This is an optimization exercise on Yosys and OpenROAD, whose aim is small area, a short achievable clock period and few clock cycles per item, not a production implementation.
In this exercise RTL edits were held to simulation tests only and were not proved equivalent to the original.

==> flow/design.v, too long to show whole: its modules and the start of the top module <==
// module ats_sat: 24 lines
// module ats_mix: 26 lines
// module ats_booth: 73 lines
// module ats_mul32_cs: 873 lines
// module ats_mulvd_cs: 567 lines
// module ats_mulg_cs: 940 lines
// module ats_sine_q: 268 lines
// module ats_sine_rom: 17 lines
// module ats_div2: 15 lines
// module ats_div4: 40 lines
// module adsr_tone_synth_mixer_top: 428 lines
module adsr_tone_synth_mixer_top
(
    input  logic                   clk,
    input  logic                   rst_n,
    input  logic                   cfg_we,
    input  logic [CFG_INDEX_W-1:0] cfg_index,
    input  logic [CFG_DATA_W-1:0]  cfg_data,
    input  logic                   in_valid,
    output logic                   in_ready,
    input  logic [31:0]            in_sample_position,
    input  logic                   in_note_start,
    input  logic                   in_square_wave,
    input  logic signed [15:0]     in_prior_left,
    input  logic signed [15:0]     in_prior_right,
    output logic                   out_valid,
    input  logic                   out_ready,
    output logic signed [15:0]     out_mixed_left,
    output logic signed [15:0]     out_mixed_right
);
  // ...
==> flow/flow/run.sh <==
#!/bin/bash
# The standard layout, with the timing repair aimed at a slack of 13.9 ns at the 20 ns clock
# (a 6.1 ns path), so that it sizes and buffers the critical paths.
set -euo pipefail
bash standard.sh SETUP_SLACK_MARGIN=13.9 finish > run_make.log 2>&1
==> flow/standard.sh <==
#!/bin/bash
# synth_recipe.tcl (not shown) runs the flow's synth.tcl, then flattens the netlist and writes it again
# the make line also repeats each setting of config.mk as NAME=value (left out here)
make -C /OpenROAD-flow-scripts/flow DESIGN_CONFIG=/design/flow/config.mk WORK_HOME=/design/flow/orfs CLKGATE_MAP_FILE= SYNTH_SCRIPT=/design/flow/synth_recipe.tcl "${@:-finish}"
==> flow/config.mk <==
export PLATFORM = sky130hd
export DESIGN_NAME = adsr_tone_synth_mixer_top
export DESIGN_NICKNAME = adsr_tone_synth_mixer_top
export VERILOG_FILES = /design/flow/design.v
export SDC_FILE = /design/flow/constraint.sdc
export NUM_CORES = 4
export LEC_CHECK = 0
export ABC_AREA = 1
export CAP_MARGIN = 20
export CORE_MARGIN = 2
export CORE_UTILIZATION = 35
export SLEW_MARGIN = 20
export SYNTH_MEMORY_MAX_BITS = 32768
==> flow/constraint.sdc <==
create_clock -name core_clock -period 20.0 [get_ports {clk}]
set_input_delay 4.0000 -clock core_clock [delete_from_list [all_inputs] [get_ports {clk}]]
set_output_delay 4.0000 -clock core_clock [all_outputs]
set_load 0.01 [all_outputs]
==> results.json, run 1 <==
{
  "final_common_cell": "nand2_1",
  "yosys.area_share.simple": 0.140,
  "largestRegisters": "gsl8: 48 flops, gsr8: 48 flops",
  "setup-tns-final_ns": 0,
  "critPathLaunchType": "flop",
  "stdcell_area_um2": 204000,
  "use_met1": 0.319,
  "synth_area_per_cell_um2": 8.40,
  "maxSlewViolCount": 0,
  "crit_slowest_cell": "inv_1",
  "arrival_ns": 6.76,
  "routed.top_layer": "met5",
  "cts_hold_buf": 0,
  "die_width_um": 727,
  "grt-busiest-layer": "met2",
  "wl_met1_mm": 273,
  "yosysUniqueCellTypes": 78,
  "cts_setup_buffers": 97,
  "clk_path_buf_depth": 4,
  "yosys_warnings": 7,
  "worstSetupEndpoint": "vps1[31]",
  "worst-path-stages": 16,
  "die_h_um": 727,
  "largest_cell_class": "multi-input combinational cells",
  "synth-main-ff-cell": "edfxtp_1",
  "path_class": "flop to flop",
  "flops_and_latches": 1720,
  "synth_xor_area_frac": 0.105,
  "drive_gt1_frac": 0.0732,
  "root_buffer": "clkbuf_16",
  "grt_util_all_layers": 0.236,
  "nets": 24789,
  "grtUsageMet3": 0.0428,
  "dpl_cell_area_um2": 191000,
  "critPathMaxFanout": 22,
  "tap_cells": 6942,
  "grt_max_degree": 212,
  "ant_nets": 0,
  "hold_path_startpoint": "pr3[5]",
  "outcome": "no timing/DRC/antenna violations",
  "yosysTopAreaCellShare": 0.223
}
Testbench counts, summed over its fixed seeds: cycles 4,352, items 3,072.
==> inputs of run 2 (changes only) <==
--- a/flow/config.mk
+++ b/flow/config.mk
@@ -10,3 +10,3 @@
 export CORE_MARGIN = 2
-export CORE_UTILIZATION = 35
+export CORE_UTILIZATION = 42
 export SLEW_MARGIN = 20
==> run 2 against run 1 <==
Compared with the run above:
- still clean
- via count grew 0.14%
- design area shrank 0.24%
- clock-buffer cell count shrank 1
==> results.json, run 2 <==
{
  "whs_ns": 0.370,
  "largestRegisters": "gsl8: 48 flops, gsr8: 48 flops",
  "htree_levels": 4,
  "synthAdderAreaFrac": 0.251,
  "drive_gt1_frac": 0.0793,
  "maxSlewViolCount": 0,
  "yosysTopAreaCellShare": 0.223,
  "place.gp.congestion": 0.985,
  "synth-compound-area-share": 0.144,
  "critPathLaunchType": "flop",
  "core_um2": 434000,
  "die_area_um2": 440000,
  "clk_path_buf_depth": 4,
  "endpoint_kind": "flop",
  "syn_to_final_growth_pct": 11.4,
  "boundaryPins": 141,
  "worstRegToRegCells": 27,
  "fin_crit_ns": 6.01,
  "vias": 158175,
  "maxCapViolations": 0,
  "setup-tns-final_ns": 0,
  "synth-main-ff-cell": "edfxtp_1",
  "syn-num-nets": 24757,
  "via_per_inst": 5.70,
  "arrival_ns": 6.69,
  "ys_seq_area_frac": 0.270,
  "die_width_um": 664,
  "worst_skew_pair.late_latency_ns": 0.96,
  "post-synth-top-count-cell": "nand2_1",
  "synth_area_um2": 183000,
  "synth.mux.area_fraction": 0.00128,
  "post-route-drc-count": 0,
  "overflow": 0,
  "synth_area_per_cell_um2": 8.40,
  "hold_path.class": "flop to flop",
  "wl_per_cell_um": 23.7,
  "layout_common_cells": "nand2_1, inv_1, xor2_1",
  "min_period_over_period": 0.301,
  "regToRegEndpoint": "we7n[26]",
  "nets": 24826,
  "worst_pin_slew_ns": 1.33,
  "synth_edf_count": 1357,
  "yosys_warnings": 7,
  "final_hold_viol_count": 0,
  "final_core_utilization": 0.469,
  "reg2reg_from": "eb6[7]",
  "grt_util_all_layers": 0.288,
  "grt_pass1_vias": 152248,
  "synthTopCellsByArea": "edfxtp_1, fa_1, ha_1",
  "path_class": "flop to flop",
  "max_freq_mhz": 166,
  "synth_xor_area_frac": 0.105,
  "root_buffer": "clkbuf_16",
  "rrSetupSlack_ns": 13.99,
  "hold_path_startpoint": "pr5[11]",
  "grt_pass1_wl_mm": 970,
  "final_common_cell": "nand2_1",
  "clk_pin_slew_ns": 0.07,
  "yosysUniqueCellTypes": 78,
  "num_rows": 242,
  "dp_slack_ns": 11.66,
  "critPathMaxFanout": 4,
  "first_iter_violations": 16849,
  "cts.sinks": 1720,
  "ys_seq_elements": 1720,
  "antenna_found_initial": 60,
  "cts_hold_buf": 0,
  "holdPathStages": 0,
  "drtPass1Iterations": 7,
  "ant_nets": 0,
  "floorplan.initialDensity": 0.421,
  "setup_ws_ns": 13.99,
  "yosys.area_share.simple": 0.140,
  "setup_viol": 0,
  "die_h_um": 664,
  "synth_top_family_by_area": "adder cells",
  "grt_max_degree": 181,
  "syn_inst": 21750,
  "cts_made_buffers": 212,
  "cp.required_ns": 20.67,
  "async_reset_ff_frac": 0.147,
  "wl_mm": 658,
  "portBuffers": 140,
  "holdPathEnd": "pr6[11]",
  "cts_tree": "built",
  "rsz0062_at_grt": "true",
  "max_slew_margin": 0.104,
  "outcome": "no timing/DRC/antenna violations",
  "synth_common_cells": "nand2_1, inv_1, xor2_1",
  "synth.largest_area_cell": "edfxtp_1",
  "hpwl_mm": 490,
  "fin_skew_ns": 0.0803
}
## run 2: cell counts after synthesis
Identical to the previous run, type by type.
## run 2: worst max path at each step
stage | from | endpoint | slack, ns | cells past startpoint
final | eb6[7] | we7n[26] | 13.99 | 27
after global routing | wmag6[2] | we7n[26] | 13.68 | 27
after CTS | eb6[3] | we7n[24] | 13.87 | 29
after detailed placement | den4[1] | r5[19] | 11.66 | 39
after global placement | den4[1] | r5[16] | 11.59 | 39
after floorplan | adv | in_ready | 7.86 | 0
## run 2: metal layers
layer	global-route usage	vias up	part of all wire
met5	0	-	0.00037
met4	0.143	36	0.058
met3	0.0554	1579	0.092
met2	0.444	7365	0.44
met1	0.386	76270	0.41
li1	-	72925	-
## run 2: worst max-delay path, cell delays in order, from the launching register on
cell and delay (ns):
edfxtp_1 0.46, buf_6 0.16, ha_4 0.14, or2_4 0.23
xor2_2 0.15, buf_6 0.14, xor2_2 0.17, fa_1 0.53
fa_1 0.57, inv_2 0.04, fa_1 0.56, ha_4 0.22
ha_4 0.24, ha_4 0.27, nand2_2 0.06, o211ai_1 0.27
a21oi_1 0.11, o21bai_1 0.19, nand2_1 0.09, nand2_2 0.09
a21oi_4 0.06, o21ai_2 0.17, a21oi_2 0.09, o21ai_2 0.18
a21boi_2 0.10, o21bai_2 0.24, xor2_2 0.17, inv_1 0.05
## run 2: cells by family (layout without fill, tap and decap cells)
kind of cell,after synthesis,after routing
AOI/OAI and AO/OA,4582,4584
xor gates and xnor gates,2179,2179
adders and majority gates,2900,2900
buffers and inverters,4275,4518
DFF,1720,1720
muxes,22,22
other,0,30
and+or+nand+nor,6072,6079
## run 2: layout make-up
type	instances	area [um^2]
well taps	5734	7170
clock inverters	123	1440
multi-input cells	15764	120000
diodes	30	75.1
fillers	42167	230000
inverters	3376	12900
flip-flops and latches	1720	49300
repair buffers	725	6510
repair inverters	20	143
clock buffers	274	5810
## run 2: timing repair
action                                  4_1_cts  5_1_grt
resized for setup                           319      545
cloned                                       21       16
endpoints found under the setup margin      267      223
pin swaps                                    26      158
hold endpoints to repair                      0        0
setup buffers                               111      199
## run 2: through the flow
step / std cells / instance area (um^2)
floorplan: 21750 / 183000
global placement: 26987 / 190000
detailed placement: 26990 / 190000
CTS: 27519 / 200000
global route: 27748 / 203000
finish: 27766 / 203000
==> inputs of run 3 (changes only) <==
==> flow/flow/run.sh (replaced) <==
#!/bin/bash
# The standard layout, with the timing repair aimed at a slack of 14.1 ns at the 20 ns clock
# (a 5.9 ns path), so that it sizes and buffers the critical paths.
set -euo pipefail
bash standard.sh SETUP_SLACK_MARGIN=14.1 finish > run_make.log 2>&1
--- a/flow/config.mk
+++ b/flow/config.mk
@@ -10,3 +10,3 @@
 export CORE_MARGIN = 2
-export CORE_UTILIZATION = 42
+export CORE_UTILIZATION = 35
 export SLEW_MARGIN = 20
==> run 3 against run 2 <==
Compared with the run above:
- synthesized cell count unchanged
- critical path depth down 25
- final cell count increased by 4.8%
- sequential share of layout area shrank 0.42 points
- largest cell class unchanged
==> results.json, run 3 <==
{
  "hpwl_mm": 478,
  "setup-tns-final_ns": 0,
  "syn-num-nets": 24757,
  "endpoint_kind": "output pin",
  "grt_max_degree": 212,
  "syn_to_final_growth_pct": 13.3,
  "drive_gt1_frac": 0.0922,
  "path_class": "flop to output pin",
  "grt_pass1_wl_mm": 965,
  "antenna_found_initial": 31,
  "worstRegToRegCells": 19,
  "syn_inst": 21750,
  "synth_edf_count": 1357,
  "cts_made_buffers": 210,
  "cts_tree": "built",
  "post-synth-top-count-cell": "nand2_1",
  "nets": 24950,
  "min_period_over_period": 0.297,
  "core_um2": 521000,
  "max_freq_mhz": 168,
  "synthTopCellsByArea": "edfxtp_1, fa_1, ha_1",
  "critPathLaunchType": "flop",
  "synth_area_um2": 183000,
  "worst_pin_slew_ns": 1.31,
  "ys_seq_elements": 1720,
  "synth-main-ff-cell": "edfxtp_1",
  "final_common_cell": "nand2_1",
  "cp_top_family": "flip-flops",
  "outcome": "no timing/DRC/antenna violations",
  "post-route-drc-count": 0,
  "rsz0062_at_grt": "true",
  "holdPathStages": 0,
  "maxCapViolations": 0,
  "vias": 159080,
  "wl_per_cell_um": 22.5,
  "grt_util_all_layers": 0.237,
  "crit_path_max_incr_delay_ns": 0.63,
  "floorplan.initialDensity": 0.351,
  "holdPathEnd": "tsc3[0]",
  "die_width_um": 727,
  "yosysUniqueCellTypes": 78,
  "regToRegEndpoint": "we7n[23]",
  "max_slew_margin": 0.119,
  "arrival_ns": 1.94,
  "fin_skew_ns": 0.117,
  "critPathMaxFanout": 3,
  "die_h_um": 727,
  "setup_ws_ns": 14.06,
  "root_buffer": "clkbuf_16",
  "dp.cells": 28177,
  "boundaryPins": 141,
  "async_reset_ff_frac": 0.147,
  "synth.largest_area_cell": "edfxtp_1",
  "layout_common_cells": "nand2_1, inv_1, xor2_1",
  "maxSlewViolCount": 0,
  "place.gp.congestion": 0.958,
  "setup_viol": 0,
  "hold_path.class": "flop to flop",
  "clk_path_buf_depth": 4,
  "crit_slowest_cell": "dfstp_4",
  "ys_seq_area_frac": 0.270,
  "dp_slack_ns": 12.23,
  "wl_mm": 656,
  "clk_pin_slew_ns": 0.07,
  "die_area_um2": 528000,
  "portBuffers": 140,
  "cts.sinks": 1720,
  "rrSetupSlack_ns": 14.08,
  "fin_crit_ns": 5.94,
  "yosysTopAreaCellShare": 0.223,
  "stdcell_count": 29086,
  "cp.required_ns": 16.00,
  "final_core_utilization": 0.398,
  "hold_path_startpoint": "tph2[1]",
  "critical_path_buf_inv_count": 2,
  "overflow": 0,
  "worst_skew_pair.late_latency_ns": 0.97,
  "ant_nets": 0,
  "drtPass1Iterations": 9,
  "yosys_warnings": 7,
  "synth_common_cells": "nand2_1, inv_1, xor2_1",
  "reg2reg_from": "wmag6[12]",
  "via_per_inst": 5.47,
  "htree_levels": 4,
  "largestRegisters": "gsl8: 48 flops, gsr8: 48 flops",
  "crit_chain": "buf_16 -> buf_6",
  "synth_area_per_cell_um2": 8.40,
  "num_rows": 265,
  "final_hold_viol_count": 0,
  "grt_pass1_vias": 153504,
  "first_iter_violations": 16253
}
-- run 3: cell count changes in the layout (fill, tap and decap cells not counted), moves of 15 or more --
cell / change
inv_2: +21
o21ai_1: +15
nand2_1: -19
o21ai_0: -36
buf_4: +87
nand3_2: +28
ha_4: +34
xor2_2: +17
ha_1: -39
xor2_1: -22
inv_1: -19
buf_6: +30
nand3_1: -29
-- run 3: final cells by class --
type                            instances  area [um^2]
Tap cell                             6942         8690
Sequential cell                      1720        49300
Antenna cell                           19         47.5
Multi-Input combinational cell      15770       121000
Timing Repair inverter                 27          198
Inverter                             3376        12900
Clock buffer                          275         5780
Timing Repair Buffer                  838         7370
Clock inverter                        119         1390
Fill cell                           52446       313000
-- run 3: routing by layer --
metal | GRT usage | share of wire | wire length [um] | up-vias
li1 | - | - | - | 73214
met1 | 0.319 | 0.42 | 274000 | 76908
met2 | 0.372 | 0.44 | 290000 | 7339
met3 | 0.0447 | 0.089 | 58600 | 1599
met4 | 0.102 | 0.050 | 33100 | 20
met5 | 0.000635 | 0.00026 | 168 | -
-- run 3: logic make-up (layout without fill, tap and decap cells) --
kind of cell | Yosys count | count (layout) | synth area share
simple gates | 6072 | 6083 | 0.140
mux | 22 | 22 | 0.00128
buf+inv | 4275 | 4635 | 0.0890
other cells | 0 | 19 | 0
xor+xnor | 2179 | 2179 | 0.105
flops | 1720 | 1720 | 0.270
compound gates | 4582 | 4586 | 0.144
fa+ha+maj | 2900 | 2900 | 0.251
-- run 3: metrics by stage --
stage | area, um^2 | hold slack (ns)
floorplan | 183000 | 0.400
detailed placement | 191000 | 0.405
finish | 207000 | 0.361
global placement | 191000 | 0.401
global route | 207000 | 0.361
CTS | 202000 | 0.351
-- run 3: worst max path at each step --
stage,from,end,depth (start not counted)
5_1_grt,eb6[1],we7[31],24
3_5_place_dp,den3[1],r4[0],39
2_1_floorplan,adv,in_ready,0
6_report,adv,in_ready,2
3_3_place_gp,den3[1],r4[0],39
4_1_cts,adv,in_ready,2
-- run 3: repair_timing --
action / in CTS / in global routing
gates cloned: 28 / 24
gates resized for setup: 429 / 780
buffers inserted: 166 / 276
setup endpoints to repair: 288 / 257
pin swaps: 60 / 225
hold buffers: 0 / 0

what the ideal ports hide:
The results above use ideal ports. As a check the final layouts listed here were re-extracted and re-timed, cells and wires unchanged. Step 1: set_driving_cell puts a clkbuf_16 on clk and a buf_2 on each other input, an assumption about the parent block. Step 2 moves the port delays by t, midway between the first and last clock arrival at a register: inputs arrive t later, outputs are due t later. That takes back most of the time a late clock gives input paths. a / b / c = ideal / step 1 / step 2; a / b = the first two.
run	t, ns	setup WS [ns]	hold slack, ns	worst setup path after step 2
run 1	1.040	13.927 / 13.871 / 13.102	0.359 / 0.359 / 0.359	input to register
run 2	1.052	13.987 / 13.919 / 13.100	0.370 / 0.370 / 0.370	input to register
run 3	1.040	14.057 / 13.933 / 13.346	0.361 / 0.361 / 0.361	input to register
After both steps setup and hold are still met in every run listed. The setup slack of run 2, which loses most, moves by -0.068 ns with the drivers and by -0.887 ns with both steps.
